What follows belongs to an exercise in optimizing a design on an open flow for small area; a production flow would make more cautious choices.
Function was checked by simulation only, so behaviour that the tests miss may differ from the original.
No activity file was given, so power comes from the tool's default toggle rates.

[flow/config.mk]
export PLATFORM = sky130hd
export DESIGN_NAME = aftabExecute
export DESIGN_NICKNAME = aftabExecute
export VERILOG_FILES = /design/flow/design.v
export SDC_FILE = /design/flow/constraint.sdc
export NUM_CORES = 4
export LEC_CHECK = 0
export CAP_MARGIN = 20
export CORE_MARGIN = 2
export CORE_UTILIZATION = 40
export PLACE_DENSITY = 0.6
export SLEW_MARGIN = 20
export SYNTH_HIERARCHICAL = 1
[flow/run.sh]
#!/bin/bash
# synth_recipe.tcl (not shown) runs the flow's synth.tcl, then flattens the netlist and writes it again
# the make line also repeats each setting of config.mk as NAME=value (left out here)
make -C /OpenROAD-flow-scripts/flow DESIGN_CONFIG=/design/flow/config.mk WORK_HOME=/design/flow/orfs CLKGATE_MAP_FILE= SYNTH_SCRIPT=/design/flow/synth_recipe.tcl finish
[flow/constraint.sdc]
create_clock -name core_clock -period 12.0 [get_ports {clk}]
set_input_delay 2.4000 -clock core_clock [delete_from_list [all_inputs] [get_ports {clk}]]
set_output_delay 2.4000 -clock core_clock [all_outputs]
set_load 0.01 [all_outputs]
[flow/design.v]
package aftabExecutePkg;
    localparam int xlenDefault   = 32;
    localparam int instrWidth    = 32;
    localparam int regIndexWidth = 5;
    localparam logic [1:0] immSelI = 2'd0;
    localparam logic [1:0] immSelS = 2'd1;
    localparam logic [1:0] immSelU = 2'd2;
    localparam logic [1:0] logicAnd = 2'd0;
    localparam logic [1:0] logicOr  = 2'd1;
    localparam logic [1:0] logicXor = 2'd2;
    localparam logic [1:0] shiftLeft         = 2'd0;
    localparam logic [1:0] shiftRightLogical = 2'd1;
    localparam logic [1:0] shiftRightArith   = 2'd2;
    localparam logic [1:0] resultArith = 2'd0;
    localparam logic [1:0] resultLogic = 2'd1;
    localparam logic [1:0] resultShift = 2'd2;
    localparam logic [1:0] resultImm   = 2'd3;
    typedef union packed {
        struct packed {
            logic [11:0] immHigh;
            logic [4:0]  rs1;
            logic [2:0]  funct3;
            logic [4:0]  rd;
            logic [6:0]  opcode;
        } iView;
        struct packed {
            logic [6:0] immUpper;
            logic [4:0] rs2;
            logic [4:0] rs1;
            logic [2:0] funct3;
            logic [4:0] immLower;
            logic [6:0] opcode;
        } sView;
    } instrWord_u;
endpackage
`timescale 1ns/1ps
module executeUnit (
    input  logic [31:0] opA,
    input  logic [31:0] opB,
    input  logic [31:0] imm,
    input  logic        addSubBar,
    input  logic        compareSigned,
    input  logic [1:0]  selLogic,
    input  logic [1:0]  selShift,
    input  logic [1:0]  resultSel,
    output logic [31:0] writeData,
    output logic        lt,
    output logic        eq,
    output logic        gt
);
    logic [31:0] sum;
    assign sum = opA + (opB ^ {32{addSubBar}}) + 32'(addSubBar);
    logic [31:0] x;
    assign x = opA ^ opB;
    logic ltu;
    always_comb begin
        ltu = 1'b0;
        for (int i = 0; i < 32; i++) ltu = x[i] ? opB[i] : ltu;
    end
    assign eq = ~|x;
    assign lt = ltu ^ (compareSigned & x[31]);
    assign gt = ~lt & ~eq;
    logic [31:0] lg;
    always_comb begin
        case (selLogic)
            2'd0:    lg = opA & opB;
            2'd1:    lg = opA | opB;
            2'd2:    lg = x;
            default: lg = '0;
        endcase
    end
    logic        left;
    logic [4:0]  sh;
    logic        fill;
    logic [31:0] sIn, sOut, shr, opARev, shrRev;
    assign left = (selShift == 2'd0);
    assign sh   = opB[4:0] & {5{~(selShift == 2'd3)}};
    assign fill = (selShift == 2'd2) & opA[31];
    for (genvar i = 0; i < 32; i++) begin : g_rev
        assign opARev[i] = opA[31-i];
        assign shrRev[i] = shr[31-i];
    end
    assign sIn  = left ? opARev : opA;
    assign shr  = 32'($signed({fill, sIn}) >>> sh);
    assign sOut = left ? shrRev : shr;
    always_comb begin
        case (resultSel)
            2'd0:    writeData = sum;
            2'd1:    writeData = lg;
            2'd2:    writeData = sOut;
            default: writeData = imm;
        endcase
    end
endmodule
`timescale 1ns/1ps
module aftabExecute (
    input  logic        clk,
    input  logic        reset,
    input  logic        ldIR,
    input  logic        writeRegFile,
    input  logic        selImm,
    input  logic        addSubBar,
    input  logic        compareSigned,
    input  logic [31:0] instrIn,
    input  logic [1:0]  immSel,
    input  logic [1:0]  selLogic,
    input  logic [1:0]  selShift,
    input  logic [1:0]  resultSel,
    output logic [31:0] writeData,
    output logic        lt,
    output logic        eq,
    output logic        gt
);
    logic [31:7] ir;
    always_ff @(posedge clk) begin
        if (reset | ldIR) ir <= instrIn[31:7] & {25{~reset}};
    end
    logic [31:1][31:0] rf;
    logic [31:0] wdIn;
    assign wdIn = writeData & {32{~reset}};
    for (genvar i = 1; i < 32; i++) begin : g_reg
        logic en;
        assign en = reset | (writeRegFile & (ir[11:7] == 5'(i)));
        always_ff @(posedge clk) begin
            if (en) rf[i] <= wdIn;
        end
    end
    logic [31:0] imm, opA, opB;
    logic [31:1] selA, selB;
    immGen u_imm (.ir(ir[31:7]), .immSel(immSel), .imm(imm));
    readDecode u_decA (.idx(ir[19:15]), .enable(1'b1),    .sel(selA));
    readDecode u_decB (.idx(ir[24:20]), .enable(~selImm), .sel(selB));
    readMux u_muxA (.sel(selA), .rf(rf), .extraSel(1'b0),   .extra(32'b0), .y(opA));
    readMux u_muxB (.sel(selB), .rf(rf), .extraSel(selImm), .extra(imm),   .y(opB));
    executeUnit u_exe (
        .opA(opA), .opB(opB), .imm(imm),
        .addSubBar(addSubBar), .compareSigned(compareSigned),
        .selLogic(selLogic), .selShift(selShift), .resultSel(resultSel),
        .writeData(writeData), .lt(lt), .eq(eq), .gt(gt)
    );
endmodule
module immGen (
    input  logic [31:7] ir,
    input  logic [1:0]  immSel,
    output logic [31:0] imm
);
    always_comb begin
        case (immSel)
            2'd0:    imm = {{20{ir[31]}}, ir[31:20]};
            2'd1:    imm = {{20{ir[31]}}, ir[31:25], ir[11:7]};
            2'd2:    imm = {ir[31:12], 12'b0};
            default: imm = '0;
        endcase
    end
endmodule
module readDecode (
    input  logic [4:0]  idx,
    input  logic        enable,
    output logic [31:1] sel
);
    for (genvar i = 1; i < 32; i++) begin : g_sel
        assign sel[i] = enable & (idx == 5'(i));
    end
endmodule
module readMux (
    input  logic [31:1]       sel,
    input  logic [31:1][31:0] rf,
    input  logic              extraSel,
    input  logic [31:0]       extra,
    output logic [31:0]       y
);
    always_comb begin
        y = extra & {32{extraSel}};
        for (int i = 1; i < 32; i++) y = y | (rf[i] & {32{sel[i]}});
    end
endmodule
==> out/qor.csv <==
stage;metric;value;unit
routing;vias per cell;6.95;
worst_setup_path;worst path cell trace;clkdlybuf4s50_1 -> inv_1 -> nand4bb_1 -> nor2_4 -> a22oi_1 -> nand4_1 -> or4_1 -> xor2_1 -> ha_1 -> o21a_1 -> o31a_1 -> o2111ai_1 -> nand2_1 -> a221oi_1 -> a21oi_1 -> a211oi_1 -> clkdlybuf4s50_1;
routing;DR vias;39600;
clock_tree;total CTS buffers;103;
worst_setup_path;slowest CP cell;or4_1;
sta;Hold Worst Slack;1330;ps
sta;final period utilization;0.981;
floorplanning;core area;125000;µm²
cells_and_area;layout cells sized above 1;0.126;
sta;Worst Max-Slew Pin Slew;1270;ps
worst_setup_path;Crit path largest cell delay;910;ps
worst_setup_path;Crit path required time;9600;ps
worst_setup_path;Worst R2R Path Depth;17;
clock_tree;# clock sinks;1017;
routing;DRC viols;0;
min_path;Hold Crit Depth;1;
clock_tree;clock-pin slew on the worst setup and hold paths;60;ps
clock_tree;Setup Buffers After CTS;0;
sta;# setup viols final;0;
global_routing;grt ovf;0;
sta;fmax;85.0;MHz
global_routing;largest net degree at the start of global routing;44;
sta;Setup Total Neg Slack;0;ps
floorplanning;die area;129000;µm²
global_routing;Tot GR Track Use;0.307;
floorplanning;die width;359;µm
sta;Rel. slew slack;0.147;
synthesis;Mean Syn Cell Area;13.2;µm²
synthesis;Synth area leaders;edfxtp_1 (61%), a22oi_1 (15%), nand4_1 (3.3%);
power_and_ir_drop;Max VDD drop;112;µV
floorplanning;starting density of the core;0.402;
sta;crit path time final;11770;ps
clock_tree;worst skew pair latency;740;ps
floorplanning;num ports;82;
synthesis;Warnings, synthesis;10;
power_and_ir_drop;Pleak;19.4;nW
floorplanning;row count;130;
synthesis;Async SR Flop Fraction;0;
cells_and_area;Fill cells;11100;
synthesis;Distinct cells, synth;90;
synthesis;area leader, netlist;edfxtp_1;
cells_and_area;register area;30500;µm²
sta;Hold Fails Final Rpt;0;
routing;DR iter-0 viols;6447;
power_and_ir_drop;pwr/cell area;182;nW/µm²
placement;Routability Congestion;1.01;
cells_and_area;area delta synth->final;13.7;%
global_routing;global-route wire length before repair;279000;µm
clock_tree;# hold bufs at CTS;0;
placement;IO buf count;74;
sta;Max Slew Vio Count;0;
synthesis;Yosys top cell area share;0.607;
placement;hpwl dp;134000;µm
global_routing;vias in the first global route;36200;
sta;RSZ-0062 raised after global routing;false;
clock_tree;Max clock buf depth;3;
sta;Layout Skew;52.1;ps
routing;routed len/inst;35.7;µm
status;status;complete, no violations;
synthesis;Post-synth EDFFs;1017;
synthesis;Yosys reg bits;1017;
min_path;HP Class;flip-flop to flip-flop;
worst_setup_path;CP max FO;18;
synthesis;sequential area share after synthesis;0.607;
clock_tree;post_cts resized;0;
worst_setup_path;crit path DAT;9370;ps
global_routing;antenna violations before repair;21;
job;Max Cap Viol;0;
worst_setup_path;CP Capture Type;output port;
clock_tree;CTS tree;built;
clock_tree;H-tree lvl count;3;
synthesis;top-count cell post-synth;a22oi_1;
routing;post-route ant nets;0;
clock_tree;CTS Root Cell;clkbuf_16;
worst_setup_path;CP most frequent cell;clkdlybuf4s50_1;
worst_setup_path;CP Class;input port to output port;
synthesis;Post-synth top cells;a22oi_1 (1032), edfxtp_1 (1017), nand4_1 (263);
synthesis;Primary FF master, synth;edfxtp_1;
synthesis;Mapped Cells;3825;
cells_and_area;final net count;4073;
routing;TritonRoute pass-1 iters;6;
floorplanning;die height;359;µm
worst_setup_path;CP startpoint kind;input port;
routing;Post-Route WL;203000;µm
synthesis;cell area after synthesis;50300;µm²
cells_and_area;area of the multi-input gates;18900;µm²
[through the flow]
stage                     instance area, µm²   util  total power, W  setup WS [ps]  instances
after floorplan                        50500      -         0.00618           3270       3868
after global placement                 53800  0.429         0.00718            644       5473
after detailed placement               53800  0.429         0.00721            645       5473
after CTS                              57100  0.456          0.0104            640       5662
after global routing                   57200  0.457          0.0108           52.5       5690
final                                  57200  0.457          0.0104            231       5697
[final timing paths]
kind | startpoint | to | slack (ps)
worst max-delay path | selImm | writeData[20] | 230
worst min-delay path | ir[8] | rf[551] | 1330
worst min register to register | ir[8] | rf[551] | 1330
worst max register to register | ir[16] | rf[730] | 3980
[Yosys stat by module, one instance, submodules excluded]
| module | flops+latches | copies in the design | cell area [µm²] | cells |
|---|---|---|---|---|
| aftabExecute | 1017 | 1 | 31400 | 1143 |
| executeUnit | 0 | 1 | 7410 | 1005 |
| readDecode | 0 | 2 | 230 | 46 |
| readMux | 0 | 2 | 5380 | 768 |
| immGen | 0 | 1 | 362 | 49 |
[state kept, by name (all words and copies together), names as in the netlist]
register / cells
rf: 992
ir: 25
[critical path: cells and delay by family]
family,cells,cell delay [ps]
compound gates,7,2480
xor+xnor,1,240
fa+ha+maj,1,370
buf+inv,3,1560
simple gates,5,2270
[per-layer routing]
layer | vias up | track usage | wire, µm
li1 | 16300 | - | -
met1 | 19800 | 0.406 | 75700
met2 | 3005 | 0.442 | 85900
met3 | 515 | 0.0901 | 27100
met4 | 4 | 0.196 | 14500
met5 | - | 0.00111 | 26
[power breakdown]
group | total (W) | internal, W | leakage [nW] | switching (W)
Sequential | 0.00487 | 0.00460 | 10.4 | 0.000269
Clock | 0.00320 | 0.00181 | 1.60 | 0.00139
Combinational | 0.00236 | 0.000762 | 7.38 | 0.00160
[placed cells by master, fill, tap and decap left out, types with 23 or more instances in the layout]
master / count
or4_1: 66
buf_4: 161
nor2_4: 45
mux4_2: 37
a21o_1: 24
o22ai_1: 32
o221ai_1: 25
inv_1: 79
conb_1: 45
clkinv_1: 26
ha_1: 95
nor2b_1: 32
a22oi_1: 1032
clkdlybuf4s50_1: 70
clkbuf_1: 23
diode_2: 33
nor2b_2: 30
nor2_1: 78
nand2_1: 93
nand4_1: 263
a211oi_1: 23
o21ai_0: 50
edfxtp_1: 1017
clkbuf_16: 106
a21oi_1: 80
xor2_1: 41
nand3_1: 26
mux2i_1: 71
[logic make-up after synthesis]
family	Yosys count	synth area share
AO/OA/AOI/OAI	1408	0.205
XOR/XNOR	55	0.00957
adder cells (fa/ha/maj)	96	0.0240
buffers and inverters	363	0.0343
flip-flops	1017	0.607
multiplexers	115	0.0327
other	2	0.000149
AND/OR/NAND/NOR	769	0.0875
[final cells by class]
| class | instances | area share |
|---|---|---|
| clock inverter | 60 | 0.0101 |
| multi-input combinational | 2488 | 0.330 |
| sequential | 1017 | 0.534 |
| antenna | 33 | 0.00144 |
| tap | 1650 | 0.0361 |
| clock buffer | 129 | 0.0479 |
| inverter | 81 | 0.00536 |
| timing repair buffer | 239 | 0.0354 |

==> separate check: timing with driven ports <==
No port has a modelled driver above. Below, the same layout with a new extraction and two added sets of constraints.
Step 1 sets driving cells, clkbuf_16 on the clock port and buf_2 on the other inputs (assumed; they add their load-dependent delay and slew).
Step 2, shift: input delay + t, output delay - t, t = (earliest + latest rising clock arrival at the registers) / 2. This alone moves slack from input paths to output paths.
a / b / c = ideal / step 1 / step 2; a / b = the first two.
t, ns: 0.781
slack for setup (ns): 0.231 / 0.202 / 0.202
latest minus earliest clock arrival (ns): 0.052 / 0.052
worst register clock-pin slew, ns: 0.07 / 0.07
worst data-port slew with drivers (ns): 0.07
After both steps setup and hold are still met in this run. For this run, drivers alone change the setup slack by -0.029 ns; drivers and shift together by -0.029 ns.
